Background: an optimization exercise with open tools, aiming at small area and few clock cycles. Do not read the settings as production practice.
The RTL was checked by simulation tests, not by an equivalence proof against the original design.
Power figures rest on the tool's default switching activity, not on a simulated workload.

**config.mk**
```make
export PLATFORM = sky130hd
export DESIGN_NAME = tracker_dropout_extrapolator
export DESIGN_NICKNAME = tracker_dropout_extrapolator
export VERILOG_FILES = /design/flow/design.v
export SDC_FILE = /design/flow/constraint.sdc
export NUM_CORES = 4
export LEC_CHECK = 0
export CAP_MARGIN = 20
export CORE_MARGIN = 2
export CORE_UTILIZATION = 40
export SLEW_MARGIN = 20
```
**constraint.sdc**
```tcl
create_clock -name core_clock -period 12.0 [get_ports {clk}]
set_input_delay 2.4000 -clock core_clock [delete_from_list [all_inputs] [get_ports {clk}]]
set_output_delay 2.4000 -clock core_clock [all_outputs]
set_load 0.01 [all_outputs]
```
**design.v**
```verilog
`timescale 1ns / 1ps
package tde_pkg;
  localparam int NUM_TRACKERS = 5;
  localparam int COORD_W      = 32;
  localparam int TRK_W        = 3;
  localparam int CNT_W        = 8;
  localparam int FILL_W       = 2;
  localparam int DIFF_W       = COORD_W + 1;
  localparam int SUM_W        = DIFF_W + CNT_W + 1;
  typedef logic signed [COORD_W-1:0] coord_t;
  localparam coord_t COORD_MAX = {1'b0, {(COORD_W-1){1'b1}}};
  localparam coord_t COORD_MIN = {1'b1, {(COORD_W-1){1'b0}}};
endpackage
`timescale 1ns / 1ps
module tde_ram #(
  parameter int WIDTH = 32
) (
  input  logic             clk,
  input  logic             we,
  input  logic [WIDTH-1:0] wdata,
  output logic [WIDTH-1:0] newest,
  output logic [WIDTH-1:0] older
);
  logic [WIDTH-1:0] new_r;
  logic [WIDTH-1:0] old_r;
  always_ff @(posedge clk) begin
    if (we) begin
      new_r <= wdata;
      old_r <= new_r;
    end
  end
  assign newest = new_r;
  assign older  = old_r;
endmodule
`timescale 1ns / 1ps
module tde_update (
  input  logic                      clk,
  input  logic                      rst_n,
  input  logic                      accept,
  input  logic [tde_pkg::TRK_W-1:0] tracker,
  input  logic                      measured_ok,
  input  logic [tde_pkg::CNT_W-1:0] max_dropout,
  output logic                      in_range,
  output logic                      extrap,
  output logic                      empty,
  output logic [tde_pkg::NUM_TRACKERS-1:0] meas_we,
  input  logic [tde_pkg::TRK_W-1:0] rd_tracker,
  output logic [tde_pkg::CNT_W-1:0] rd_lost
);
  localparam int NT = tde_pkg::NUM_TRACKERS;
  logic [tde_pkg::FILL_W-1:0] fill_r [NT];
  logic [tde_pkg::CNT_W-1:0]  lost_r [NT];
  logic [tde_pkg::FILL_W-1:0] fill_sel;
  logic [tde_pkg::CNT_W-1:0]  lost_sel;
  logic [tde_pkg::CNT_W-1:0]  lost_inc;
  always_comb begin
    fill_sel = '0;
    lost_sel = '0;
    rd_lost  = '0;
    for (int t = 0; t < NT; t++) begin
      if (tracker == tde_pkg::TRK_W'(t)) begin
        fill_sel = fill_r[t];
        lost_sel = lost_r[t];
      end
      if (rd_tracker == tde_pkg::TRK_W'(t)) begin
        rd_lost = lost_r[t];
      end
    end
  end
  assign in_range = tracker < tde_pkg::TRK_W'(NT);
  assign extrap   = in_range && !measured_ok && (max_dropout != '0) &&
                    fill_sel[1] && (lost_sel < max_dropout);
  assign empty    = !in_range || (!measured_ok && (fill_sel == '0));
  assign lost_inc = lost_sel + tde_pkg::CNT_W'(1);
  always_comb begin
    for (int t = 0; t < NT; t++) begin
      meas_we[t] = accept && measured_ok && (tracker == tde_pkg::TRK_W'(t));
    end
  end
  always_ff @(posedge clk) begin
    for (int t = 0; t < NT; t++) begin
      if (!rst_n) begin
        fill_r[t] <= '0;
      end else if (meas_we[t]) begin
        fill_r[t] <= {fill_r[t][1] | fill_r[t][0], ~(fill_r[t][1] | fill_r[t][0])};
      end
    end
  end
  always_ff @(posedge clk) begin
    for (int t = 0; t < NT; t++) begin
      if (meas_we[t]) begin
        lost_r[t] <= '0;
      end else if (accept && extrap && (tracker == tde_pkg::TRK_W'(t))) begin
        lost_r[t] <= lost_inc;
      end
    end
  end
endmodule
`timescale 1ns / 1ps
module tde_extrap (
  input  logic [tde_pkg::COORD_W-1:0] newest,
  input  logic [tde_pkg::COORD_W-1:0] older,
  input  logic [tde_pkg::CNT_W-1:0]   steps,
  input  logic                        zero,
  output logic [tde_pkg::COORD_W-1:0] pos
);
  logic signed [tde_pkg::DIFF_W-1:0] diff;
  logic signed [tde_pkg::DIFF_W-1:0] diff_g;
  logic signed [tde_pkg::SUM_W-1:0]  sum;
  logic                              ovf;
  assign diff = $signed({newest[tde_pkg::COORD_W-1], newest}) -
                $signed({older[tde_pkg::COORD_W-1], older});
  assign diff_g = (|steps) ? diff : '0;
  assign sum    = $signed(newest) + diff_g * $signed({1'b0, steps});
  assign ovf  = !((&sum[tde_pkg::SUM_W-1:tde_pkg::COORD_W-1]) ||
                  (~|sum[tde_pkg::SUM_W-1:tde_pkg::COORD_W-1]));
  always_comb begin
    if (zero) begin
      pos = '0;
    end else if (!ovf) begin
      pos = sum[tde_pkg::COORD_W-1:0];
    end else if (sum[tde_pkg::SUM_W-1]) begin
      pos = tde_pkg::COORD_MIN;
    end else begin
      pos = tde_pkg::COORD_MAX;
    end
  end
endmodule
`timescale 1ns / 1ps
module tracker_dropout_extrapolator (
  input  logic        clk,
  input  logic        rst_n,
  input  logic        in_valid,
  output logic        in_ready,
  input  logic [2:0]  in_tracker_id,
  input  logic        in_measured_ok,
  input  logic [31:0] in_meas_x,
  input  logic [31:0] in_meas_y,
  input  logic [31:0] in_meas_z,
  output logic        out_valid,
  input  logic        out_ready,
  output logic [2:0]  out_tracker,
  output logic        out_valid_pose,
  output logic        out_extrapolated,
  output logic [31:0] out_rep_x,
  output logic [31:0] out_rep_y,
  output logic [31:0] out_rep_z,
  input  logic        cfg_valid,
  output logic        cfg_ready,
  input  logic [7:0]  cfg_max_dropout_frames
);
  localparam int NT = tde_pkg::NUM_TRACKERS;
  localparam int CW = tde_pkg::COORD_W;
  logic [tde_pkg::CNT_W-1:0] max_drop_r;
  logic                      accept;
  logic                      in_range;
  logic                      extrap;
  logic                      empty;
  logic [NT-1:0]             meas_we;
  logic                      out_v_r;
  logic [tde_pkg::TRK_W-1:0] out_trk_r;
  logic                      out_vp_r;
  logic                      out_ex_r;
  logic                      out_zero_r;
  logic [CW-1:0] new_x [NT];
  logic [CW-1:0] new_y [NT];
  logic [CW-1:0] new_z [NT];
  logic [CW-1:0] old_x [NT];
  logic [CW-1:0] old_y [NT];
  logic [CW-1:0] old_z [NT];
  logic [CW-1:0] sel_new_x, sel_new_y, sel_new_z;
  logic [CW-1:0] sel_old_x, sel_old_y, sel_old_z;
  logic [tde_pkg::CNT_W-1:0] sel_lost;
  assign cfg_ready = 1'b1;
  assign in_ready  = !out_v_r || out_ready;
  assign accept    = in_valid && in_ready;
  always_ff @(posedge clk) begin
    if (!rst_n) begin
      max_drop_r <= '0;
    end else if (cfg_valid) begin
      max_drop_r <= cfg_max_dropout_frames;
    end
  end
  tde_update u_update (
    .clk         (clk),
    .rst_n       (rst_n),
    .accept      (accept),
    .tracker     (in_tracker_id),
    .measured_ok (in_measured_ok),
    .max_dropout (max_drop_r),
    .in_range    (in_range),
    .extrap      (extrap),
    .empty       (empty),
    .meas_we     (meas_we),
    .rd_tracker  (out_trk_r),
    .rd_lost     (sel_lost)
  );
  for (genvar t = 0; t < NT; t++) begin : g_trk
    tde_ram #(.WIDTH(CW)) u_hx (.clk(clk), .we(meas_we[t]), .wdata(in_meas_x),
                                .newest(new_x[t]), .older(old_x[t]));
    tde_ram #(.WIDTH(CW)) u_hy (.clk(clk), .we(meas_we[t]), .wdata(in_meas_y),
                                .newest(new_y[t]), .older(old_y[t]));
    tde_ram #(.WIDTH(CW)) u_hz (.clk(clk), .we(meas_we[t]), .wdata(in_meas_z),
                                .newest(new_z[t]), .older(old_z[t]));
  end
  always_ff @(posedge clk) begin
    if (!rst_n) begin
      out_v_r <= 1'b0;
    end else begin
      out_v_r <= accept || (out_v_r && !out_ready);
    end
  end
  always_ff @(posedge clk) begin
    if (accept) begin
      out_trk_r  <= in_tracker_id;
      out_vp_r   <= in_range && (in_measured_ok || extrap);
      out_ex_r   <= extrap;
      out_zero_r <= empty;
    end
  end
  always_comb begin
    sel_new_x = '0; sel_new_y = '0; sel_new_z = '0;
    sel_old_x = '0; sel_old_y = '0; sel_old_z = '0;
    for (int t = 0; t < NT; t++) begin
      if (out_trk_r == tde_pkg::TRK_W'(t)) begin
        sel_new_x = new_x[t]; sel_new_y = new_y[t]; sel_new_z = new_z[t];
        sel_old_x = old_x[t]; sel_old_y = old_y[t]; sel_old_z = old_z[t];
      end
    end
  end
  tde_extrap u_ex (.newest(sel_new_x), .older(sel_old_x), .steps(sel_lost),
                   .zero(out_zero_r), .pos(out_rep_x));
  tde_extrap u_ey (.newest(sel_new_y), .older(sel_old_y), .steps(sel_lost),
                   .zero(out_zero_r), .pos(out_rep_y));
  tde_extrap u_ez (.newest(sel_new_z), .older(sel_old_z), .steps(sel_lost),
                   .zero(out_zero_r), .pos(out_rep_z));
  assign out_valid        = out_v_r;
  assign out_tracker      = out_trk_r;
  assign out_valid_pose   = out_vp_r;
  assign out_extrapolated = out_ex_r;
endmodule
```
**run.sh**
```bash
#!/bin/bash
# synth_recipe.tcl (not shown) runs the flow's synth.tcl, then flattens the netlist and writes it again
# the make line also repeats each setting of config.mk as NAME=value (left out here)
make -C /OpenROAD-flow-scripts/flow DESIGN_CONFIG=/design/flow/config.mk WORK_HOME=/design/flow/orfs CLKGATE_MAP_FILE= SYNTH_SCRIPT=/design/flow/synth_recipe.tcl finish
```
==> Implementation_results.wiki <==
{| class="wikitable"
! Metric !! Value
|-
| Cell taking the most area after synthesis || sky130_fd_sc_hd__edfxtp_1
|-
| Number of storage elements in the synthesis netlist || 1,025
|-
| CTS root buf || sky130_fd_sc_hd__clkbuf_16
|-
| Antenna violations before repair || 24
|-
| Fraction of synthesized cell area taken by the top area cell type || 0.379
|-
| Synthesis Warnings || 12
|-
| Count of unresolved DRC violations after routing || 0
|-
| Cell types with the largest area share after synthesis || sky130_fd_sc_hd__edfxtp_1 (38%), sky130_fd_sc_hd__fa_1 (19%), sky130_fd_sc_hd__ha_1 (6.2%), sky130_fd_sc_hd__inv_1 (4.7%), sky130_fd_sc_hd__mux4_2 (3.4%)
|-
| Num ports || between 200 and 250
|-
| Cell leakage power || approximately 43 nW
|-
| Tcrit/Tclk final || 1.12
|-
| MaxCap Viol Count || 0
|-
| Later-pin clock latency in the skew report || around 770 ps
|-
| Cell occurring most often along the worst timing path || sky130_fd_sc_hd__buf_6
|-
| Final hold viol count || 0
|-
| Mean number of vias per cell || approximately 5.2
|-
| Synthesized-area fraction occupied by ao, oa, aoi and oai cells || 0.104
|-
| Minimum period implied by the final worst setup slack || approximately 13,000 ps
|-
| Synthesized-area fraction occupied by and/or/nand/nor cells || 0.0952
|-
| Sw frac || 0.283
|-
| Layout Nets || ~9.4k
|-
| DRC marker count from the first detailed-route iteration || roughly 3.7k
|-
| Tot GR Track Use || 0.224
|-
| Final design area excluding fillers || approximately 98,000 sq um
|-
| Worst Skew || ~82 ps
|-
| Overflow left after global routing || 0
|-
| Clock tree from TritonCTS || done
|-
| Arrival time at the worst endpoint || roughly 11,000 ps
|-
| Combinational power share || 0.250
|-
| Post-DP Area || 91,300 sq um
|-
| Synthesized cell area || 76,500 sq um
|-
| Slew at the pin closest to its max-slew limit || around 980 ps
|-
| Leading cell type by number of instances after synthesis || sky130_fd_sc_hd__inv_1
|-
| Portion of netlist area occupied by mux cells || 0.0642
|-
| Effective utilization at floorplan || 0.402
|-
| Unrepaired setup endpoints after global routing || true
|-
| Final setup violation count || 96
|-
| Via count of the first global-routing pass || around 59k
|-
| CTS clk-pin slew, worst paths || about 60 ps
|-
| Via total after detailed routing || 55.8k
|-
| Count of fill cells added during filler insertion || 16.7k
|-
| Net count after synthesis || roughly 8.0k
|-
| Most frequently used flop master after synthesis || sky130_fd_sc_hd__edfxtp_1
|-
| Final WL || about 220,000 um
|-
| Peak per-stage delay on the critical path || around 510 ps
|-
| Maximum fanout count along the critical path || 8
|-
| Number of instances in the synthesized netlist || about 6.7k
|-
| Startpoint type of the worst setup path || flip-flop
|-
| Number of clock sinks seen by CTS || about 1.0k
|-
| Final routed wire length divided by cell count || between 20 and 25 um
|-
| Overall power after layout || ~0.0095 W
|-
| Hold-fix buffers at CTS || 0
|-
| Seq pwr share || 0.415
|-
| Horizontal die dimension || 441 um
|-
| Sw power || around 0.0027 W
|-
| Maximum achievable frequency || approximately 0.074 GHz
|-
| Critical path capture point type || output pin
|-
| Max_slew headroom || 0.348
|-
| TritonCTS buffer count || 102
|-
| Synth cell types || 93
|-
| Power density of the placed cells || about 97 nW/um^2
|-
| Max Slew Vio Count || 0
|-
| Proportion of register bits with asynchronous set or reset after synthesis || 0
|-
| Worst VDD drop || between 0.0001 and 0.00015 V
|-
| Cell Rows || 160
|-
| Post-synthesis adder-cell area fraction || 0.252
|-
| Largest family of logic cells by synthesized area || adder cells
|-
| CTS H-Tree Depth || 3
|-
| Internal power || between 0.006 and 0.007 W
|-
| DR pass1 iterations || 7
|-
| Result of the run || complete, but fails checks
|-
| SO Viols || negative setup slack
|-
| Post-layout utilization of the core || 0.517
|-
| Post-synthesis sequential area ratio || 0.394
|-
| Share of power burned in the clock network || 0.335
|-
| Placed Cells incl. Taps || approximately 10k
|-
| Hold WC Path Type || flip-flop to flip-flop
|-
| Overall die area || approximately 200,000 sq um
|-
| Total core area || 190,000 sq um
|-
| Post-detailed-route count of antenna-violating nets || 0
|-
| Worst Setup Slack, final || -1460 ps
|-
| Syn-to-layout area delta || 28.4%
|-
| Top cells by count, synth || sky130_fd_sc_hd__inv_1 (967), sky130_fd_sc_hd__edfxtp_1 (966), sky130_fd_sc_hd__fa_1 (726)
|-
| Largest net degree at the start of global routing || between 90 and 100
|-
| Half-perimeter wire length after detailed placement || between 150,000 and 200,000 um
|-
| Max clock buf depth || 3
|-
| Final RePlAce weighted congestion || 0.941
|-
| Proportion of layout cells with a drive suffix above 1 || 0.275
|-
| Number of synthesized flops with an enable pin || between 900 and 1k
|-
| Worst slack at placement || -1590 ps
|-
| Post-synthesis average cell area || between 10 and 15 sq um
|-
| Slowest stage cell, crit path || sky130_fd_sc_hd__fa_1
|-
| CP Class || flip-flop to output pin
|-
| Quantity of I/O buffers inserted on ports || between 200 and 250
|-
| Required time reported for the critical path endpoint || approximately 9600 ps
|-
| Wire length of the first global-routing pass || 338,000 um
|-
| Non-filler instance count after layout || ~11k
|-
| Height of the die || approximately 440 um
|-
| Xor/xnor cell area share of the yosys netlist || 0.0277
|}
placed cells by master (no fill, tap or decap), types with 28 or more instances in the layout:
cell / count
sky130_fd_sc_hd__nand4_1: 38
sky130_fd_sc_hd__ha_1: 343
sky130_fd_sc_hd__nand2_1: 610
sky130_fd_sc_hd__nor2_1: 474
sky130_fd_sc_hd__nor3_1: 33
sky130_fd_sc_hd__xnor2_1: 133
sky130_fd_sc_hd__o21bai_1: 34
sky130_fd_sc_hd__clkdlybuf4s50_1: 119
sky130_fd_sc_hd__clkbuf_16: 110
sky130_fd_sc_hd__buf_6: 62
sky130_fd_sc_hd__o21ai_0: 91
sky130_fd_sc_hd__a21oi_1: 246
sky130_fd_sc_hd__and2_1: 108
sky130_fd_sc_hd__buf_2: 66
sky130_fd_sc_hd__dfxtp_1: 59
sky130_fd_sc_hd__a21o_1: 120
sky130_fd_sc_hd__buf_12: 55
sky130_fd_sc_hd__a31oi_1: 33
sky130_fd_sc_hd__o21ai_4: 34
sky130_fd_sc_hd__edfxtp_1: 966
sky130_fd_sc_hd__and3_1: 28
sky130_fd_sc_hd__a22o_1: 30
sky130_fd_sc_hd__a21oi_2: 63
sky130_fd_sc_hd__o21ai_1: 32
sky130_fd_sc_hd__nor2b_1: 46
sky130_fd_sc_hd__ha_4: 28
sky130_fd_sc_hd__nand2b_1: 53
sky130_fd_sc_hd__a22oi_1: 122
sky130_fd_sc_hd__o21a_1: 89
sky130_fd_sc_hd__fa_1: 713
sky130_fd_sc_hd__mux2_2: 74
sky130_fd_sc_hd__xor2_1: 85
sky130_fd_sc_hd__buf_4: 1274
sky130_fd_sc_hd__inv_1: 949
sky130_fd_sc_hd__nand3_1: 42
sky130_fd_sc_hd__mux2i_1: 149
sky130_fd_sc_hd__mux4_2: 115
worst max-delay path: cells and delay by family (launching register included):
family,cells,cell delay [ps]
and+or+nand+nor,8,1360
DFF,1,400
buffers and inverters,17,2140
muxes,1,400
AOI/OAI and AO/OA,14,3080
adders and majority gates,7,2920
logic make-up after synthesis:
family,count (synthesis)
AND/OR/NAND/NOR,1598
buffers and inverters,1268
AO/OA/AOI/OAI,1165
adder cells (fa/ha/maj),1103
flip-flops,1025
multiplexers,338
XOR/XNOR,242
other,1
repair_timing:
action	CTS	global route
resized for setup	605	299
pin swaps	115	157
cloned	10	8
buffers inserted	61	82
endpoints found under the setup margin	96	96
through the flow:
step | TNS [ps] | hold WS (ps)
after floorplan | -28790 | 420
after global placement | -121830 | 422
after detailed placement | -136150 | 427
after CTS | -138830 | 367
after global routing | -167400 | 379
final | -125400 | 369
final cells by class:
type / count / area (sq um) / share of cell area
clock buffer: 127 / 2660 / 0.0270
sequential: 1025 / 30200 / 0.307
timing repair buffer: 1600 / 13400 / 0.137
clock inverter: 63 / 669 / 0.00681
inverter: 967 / 3630 / 0.0370
tap: 2511 / 3140 / 0.0320
multi-input combinational: 4448 / 44500 / 0.453
antenna: 8 / 20.0 / 0.000204
routing by layer:
metal	global-route usage	wire length, um
met3	0.0239	9540
met1	0.287	91800
met2	0.396	110000
met4	0.0718	6960
met5	0	0
final timing paths:
check | from | to | slack [ps] | depth (start not counted)
hold / removal | g_trk[1].u_hx.new_r[28] | g_trk[1].u_hx.old_r[28] | 370 | 0
hold reg to reg | g_trk[1].u_hx.new_r[28] | g_trk[1].u_hx.old_r[28] | 370 | 0
setup / recovery | out_trk_r[0] | out_rep_y[1] | -1460 | 47
setup reg to reg | out_v_r | g_trk[2].u_hy.old_r[13] | 8280 | 6
power groups by stage:
stage / clock network, W / logic, W / registers (W)
finish: 0.00318 / 0.00237 / 0.00394
global route: 0.00338 / 0.00255 / 0.00394
CTS: 0.00326 / 0.00225 / 0.00394
detailed placement: 0 / 0.00214 / 0.00402
global placement: 0 / 0.00213 / 0.00402
floorplan: 0 / 0.00100 / 0.00402
registers in the layout (all words and copies together) (netlist names):
signal            count
g_trk.u_hx.old_r    160
out_vp_r              1
u_update.lost_r      40
out_ex_r              1
out_trk_r             3
out_v_r               1
g_trk.u_hz.old_r    160
g_trk.u_hy.new_r    160
u_update.fill_r      10
g_trk.u_hy.old_r    160
max_drop_r            8
g_trk.u_hz.new_r    160
g_trk.u_hx.new_r    160
out_zero_r            1
Testbench counts, summed over its fixed seeds: cycles 12,016.

==> port drivers added, routing unchanged <==
Ports are ideal in the flow. The routed layout listed here was re-timed in OpenROAD. Step 1, drivers: a clkbuf_16 drives clk and a buf_2 each remaining input, both assumed. Step 2, shift: input delay + t, output delay - t, t = (earliest + latest rising clock arrival at the registers) / 2. This alone moves slack from input paths to output paths. a / b / c = no drivers / after step 1 / after step 2; a / b = the first two.
t (ns): 0.827
setup slack, ns: -1.460 / -1.540 / -0.714
hold WS [ns]: 0.369 / 0.369 / 0.369
worst setup path after step 2: register to output
worst slew at a driven data input, ns: 0.20
The setup slack of this run moves by -0.080 ns with the drivers and by +0.746 ns with both steps.
